Context: an optimization exercise on an open-source flow, tuned for small area. The choices shown serve that exercise and are no tape-out recipe.
At most, simulation tests tie the RTL to the original design; equivalence was not proved.
The flow treats the clock pin as an ideal source. Dropping or thinning the clock tree relies on that and would not hold on a real chip.
No activity file was given, so power comes from the tool's default toggle rates.

==> flow/design.v (excerpt) <==
module connect4_top (
	input  logic                 clock,
	input  logic                 reset_n,
	input  logic                 wb_cyc_i,
	input  logic                 wb_stb_i,
	input  logic                 wb_we_i,
	input  logic [2-1:0] wb_adr_i,
	input  logic [8-1:0] wb_dat_i,
	output logic                 wb_ack_o,
	output logic [32-1:0] wb_dat_o,
	input  logic                 pix_ready,
	output logic                 pix_valid,
	output logic [8-1:0]  pix_x,
	output logic [7-1:0]  pix_y,
	output logic [3-1:0] pix_colour
);
Size in the first run: about 450 cells after synthesis, about 68 I/O pins, about 4900 µm² of cells after synthesis.
export LEC_CHECK = 0
export CAP_MARGIN = 20
export CORE_MARGIN = 2
export CORE_UTILIZATION = 70
export SLEW_MARGIN = 20
create_clock -name core_clock -period 10.0 [get_ports {clock}]
standard.sh (not shown) runs the stock make flow with config.mk's settings and CLKGATE_MAP_FILE= SYNTH_SCRIPT=/design/flow/synth_recipe.tcl, a recipe that flattens the netlist after the stock synthesis.
==> flow/flow/run.sh <==
#!/bin/bash
# Standard layout with smaller port buffers, one tie cell per constant and no
# dummy clock loads. Synthesis is the standard one.
set -euo pipefail
bash standard.sh \
	BUFFER_PORTS_ARGS="-buffer_cell sky130_fd_sc_hd__buf_1" \
	SKIP_REPAIR_TIE_FANOUT=1 \
	CTS_ARGS="-sink_clustering_enable -repair_clock_nets -dont_use_dummy_load" \
	finish > standard_flow.log 2>&1
The baseline produced a clean layout.
Change:
--- a/flow/flow/run.sh
+++ b/flow/flow/run.sh
@@ -2,2 +2,3 @@
-# Standard layout with smaller port buffers, one tie cell per constant and no
-# dummy clock loads. Synthesis is the standard one.
+# Standard layout with smaller port buffers, one tie cell per constant, no
+# dummy clock loads and gates sized down after floorplan (downsize.tcl).
+# Synthesis is the standard one.
@@ -8,0 +10 @@
+	POST_FLOORPLAN_TCL="$(pwd)/flow/downsize.tcl" \
==> flow/flow/downsize.tcl (new file) <==
# Run after floorplan: synthesis sized some gates up, which the slack at this
# clock period does not need; take each combinational gate down to the
# smallest size of its function. Later repair steps size up again where a
# slew, load or timing limit asks for it.
set db [ord::get_db]
set block [ord::get_db_block]
set n 0
foreach inst [$block getInsts] {
  set m [$inst getMaster]
  if { ![regexp {^(sky130_fd_sc_hd__)([a-z0-9]+)_([0-9]+)$} [$m getName] -> pre fn sz] } {
    continue
  }
  if { [regexp {^(df|edf|sdf|dl|clk|tap|conb|fill|decap|diode|lpflow|buf|ebuf|einv)} $fn] } {
    continue
  }
  set best $m
  foreach s {0 1 2 4} {
    set cand [$db findMaster ${pre}${fn}_$s]
    if { $cand != "NULL" && $cand != "" && [$cand getWidth] < [$best getWidth] } {
      set best $cand
    }
  }
  if { $best != $m } {
    $inst swapMaster $best
    incr n
  }
}
puts "downsize.tcl: $n gates sized down"
=>
- The new run ran to the end with no violations
- final area goes down by 0.76%
- synthesized cell count does not change
- sequential share of layout area goes up by 0.42 points
- sequential power hardly moves
- combinational power goes down by about 5%
- power stays flat

========
== JK ==
Another version of the RTL of connect4_top (not shown whole).
Size in the first run: about 68 I/O pins, roughly 6500 um2 of cells after synthesis.
Settings: LEC_CHECK=0, CAP_MARGIN=20, CORE_MARGIN=2, CORE_UTILIZATION=70, SLEW_MARGIN=20; clock period 10.0 ns.
run.sh (not shown) runs the stock make flow with config.mk's settings and CLKGATE_MAP_FILE= SYNTH_SCRIPT=/design/flow/synth_recipe.tcl, a recipe that flattens the netlist after the stock synthesis.
Stock flow here: none of the scripts above is used.
JK finished all stages; the layout is clean.
## Diff of input files: MS against JK
Settings: CORE_UTILIZATION: 70 -> 40.
Findings:
In summary, MS completed successfully, with a layout that passed the timing, DRC and antenna checks.
Height of the die, JK and MS, higher one = MS.
Diff JK -> MS: detailed-routed wire length on met3 shows a reduction of 48%, final worst setup slack moved up, portion of the layout cell area used by non-clock buffers saw little to no change, wire length the detailed router placed on met1 went up about 15%.
Diff JK -> MS | slew at the pin closest to its max-slew limit | decrease of 0.055 ns
Power density of the placed cells: lower on JK
In MS, the final non-filler cell area came out 3.4% above the value in JK.
Wire: MS routes less than JK
Relative to JK, detailed-routing iteration count for the pre-antenna-repair pass increased by 1 in MS.
For JK, the capture point of the critical path was wb_dat_o[5], unlike MS, where it was wb_dat_o[1].
Comparing relative area change from synthesis to final layout for JK and MS, the smaller number came from JK.
No functional check of the RTL was part of any run of this note.

========
run P:
RTL: one of the versions met above, not the one the previous note started from.
For scale: roughly 100 flip-flops, about 68 I/O pins, about 0.0049 mm² of cells after synthesis.
export LEC_CHECK = 0
export CAP_MARGIN = 20
export CORE_MARGIN = 2
export CORE_UTILIZATION = 70
export SLEW_MARGIN = 20
create_clock -name core_clock -period 10.0 [get_ports {clock}]
standard.sh (not shown) runs the stock make flow with config.mk's settings and CLKGATE_MAP_FILE= SYNTH_SCRIPT=/design/flow/synth_recipe.tcl, a recipe that flattens the netlist after the stock synthesis.
==> flow/flow/run.sh <==
#!/bin/bash
# Standard layout with smaller port buffers, one tie cell per constant, no
# dummy clock loads, gates sized down after floorplan (downsize.tcl) and the
# clock tree's leaves merged pairwise (clock_tree.tcl). Synthesis is the
# standard one.
set -euo pipefail
bash standard.sh \
	BUFFER_PORTS_ARGS="-buffer_cell sky130_fd_sc_hd__buf_1" \
	SKIP_REPAIR_TIE_FANOUT=1 \
	CTS_ARGS="-sink_clustering_enable -repair_clock_nets -dont_use_dummy_load" \
	POST_FLOORPLAN_TCL="$(pwd)/flow/downsize.tcl" \
	POST_CTS_TCL="$(pwd)/flow/clock_tree.tcl" \
	finish > standard_flow.log 2>&1
==> flow/flow/clock_tree.tcl <==
# Run after CTS: merge the leaf clock buffers pairwise, neighbours by
# position, so half as many leaves, each a clkbuf_16, drive twice the
# flip-flops; each leaf moves to the middle of its flip-flops.
set block [ord::get_db_block]
set db [ord::get_db]
set leaves {}
foreach inst [$block getInsts] {
  set name [$inst getName]
  if { [string match clkbuf_*_clock $name] && $name ne "clkbuf_0_clock" } {
    lassign [$inst getLocation] x y
    lappend leaves [list $inst $x $y]
  }
}
proc pairs { items } {
  # split by x into halves, each by y into halves, recursively down to pairs
  set n [llength $items]
  if { $n <= 2 } { return [list $items] }
  set sx [lsort -integer -index 1 $items]
  set h [expr { $n / 2 }]
  set out {}
  foreach half [list [lrange $sx 0 [expr { $h - 1 }]] [lrange $sx $h end]] {
    set sy [lsort -integer -index 2 $half]
    set m [llength $sy]
    if { $m <= 2 } { lappend out $sy; continue }
    set q [expr { $m / 2 }]
    lappend out [lrange $sy 0 [expr { $q - 1 }]] [lrange $sy $q end]
  }
  return $out
}
set removed 0
foreach grp [pairs $leaves] {
  set keep [lindex $grp 0 0]
  set knet [[$keep findITerm X] getNet]
  foreach item [lrange $grp 1 end] {
    set inst [lindex $item 0]
    set onet [[$inst findITerm X] getNet]
    foreach it [$onet getITerms] {
      if { [$it getInst] ne $inst } {
        $it disconnect
        $it connect $knet
      }
    }
    [$inst findITerm A] disconnect
    [$inst findITerm X] disconnect
    odb::dbInst_destroy $inst
    odb::dbNet_destroy $onet
    incr removed
  }
  set sx 0; set sy 0; set n 0
  foreach it [$knet getITerms] {
    if { [$it getInst] ne $keep } {
      lassign [[$it getInst] getLocation] x y
      incr sx $x; incr sy $y; incr n
    }
  }
  if { $n > 0 } { $keep setLocation [expr { $sx / $n }] [expr { $sy / $n }] }
  $keep swapMaster [$db findMaster sky130_fd_sc_hd__clkbuf_16]
}
puts "clock_tree.tcl: removed $removed leaf buffers"
detailed_placement
check_placement -verbose
Other scripts of this flow, unchanged in this note and not shown: flow/flow/downsize.tcl
Run P has completed all stages; timing, DRC and antenna checks passed.
[inputs] run K vs run P
diff --git a/flow/flow/run.sh b/flow/flow/run.sh
--- a/flow/flow/run.sh
+++ b/flow/flow/run.sh
@@ -4,2 +4,2 @@
-# clock tree's leaves merged pairwise (clock_tree.tcl). Synthesis is the
-# standard one.
+# clock tree cut to four leaf buffers on the clock port (clock_tree.tcl).
+# Synthesis is the standard one.
diff --git a/flow/flow/clock_tree.tcl b/flow/flow/clock_tree.tcl
--- a/flow/flow/clock_tree.tcl
+++ b/flow/flow/clock_tree.tcl
@@ -3 +3,2 @@
-# flip-flops; each leaf moves to the middle of its flip-flops.
+# flip-flops; each leaf moves to the middle of its flip-flops. The four
+# leaves then take the clock from the port, in place of the root buffer.
@@ -59 +60,14 @@
-puts "clock_tree.tcl: removed $removed leaf buffers"
+set root [$block findInst clkbuf_0_clock]
+set rootnet [[$root findITerm X] getNet]
+set portnet [[$root findITerm A] getNet]
+foreach it [$rootnet getITerms] {
+  if { [$it getInst] ne $root } {
+    $it disconnect
+    $it connect $portnet
+  }
+}
+[$root findITerm A] disconnect
+[$root findITerm X] disconnect
+odb::dbInst_destroy $root
+odb::dbNet_destroy $rootnet
+puts "clock_tree.tcl: removed $removed leaf buffers and the root buffer"
Findings:
- Looking at the reports, run K completed the entire flow and the layout it produced met the timing, DRC and antenna checks.
- Run K against run P: per-cell via count in the routed design now sits at about the same level; setup slack now sits higher; sequential share of layout area now sits at about the same level; layout filler cell count now sits higher; summed area of non-filler cells in the final layout now sits at about the same level.
- Run P → run K: routed wire length fell by about 0.3%, final total power fell by 3.5%.

==> separate check: timing with driven ports <==
The flow's constraints put no driver on any port. The routed layouts listed below were extracted and timed again, unchanged, in two steps. Step 1 sets driving cells, clkbuf_16 on the clock port and buf_2 on the other inputs (assumed; they add their load-dependent delay and slew). Step 2 also shifts input and output timing later by t, the mid clock arrival at the registers, as if the neighbouring blocks saw the same clock. a / b / c = ideal ports / drivers / drivers and shift; a / b = the first two.
| run | t, ns | slack for setup (ns) | worst setup path at the end | latest minus earliest clock arrival (ns) | pins driven straight from the clock port |
|---|---|---|---|---|---|
| the first run of note 1 | 0.377 | 5.717 / 5.688 / 5.967 | register to register | 0.035 / 0.036 | 1 |
| the second run of note 1 | 0.377 | 5.352 / 5.320 / 5.697 | register to output | 0.019 / 0.020 | 1 |
| JK | 0.412 | 3.176 / 3.143 / 3.556 | register to output | 0.015 / 0.015 | 1 |
| MS | 0.371 | 3.511 / 3.469 / 3.840 | register to output | 0.008 / 0.008 | 1 |
| run P | 0.379 | 5.310 / 5.279 / 5.658 | register to output | 0.014 / 0.014 | 1 |
| run K | 0.233 | 5.484 / 5.405 / 5.639 | register to output | 0.010 / 0.011 | 4 |
After both steps setup and hold are still met in every run listed.
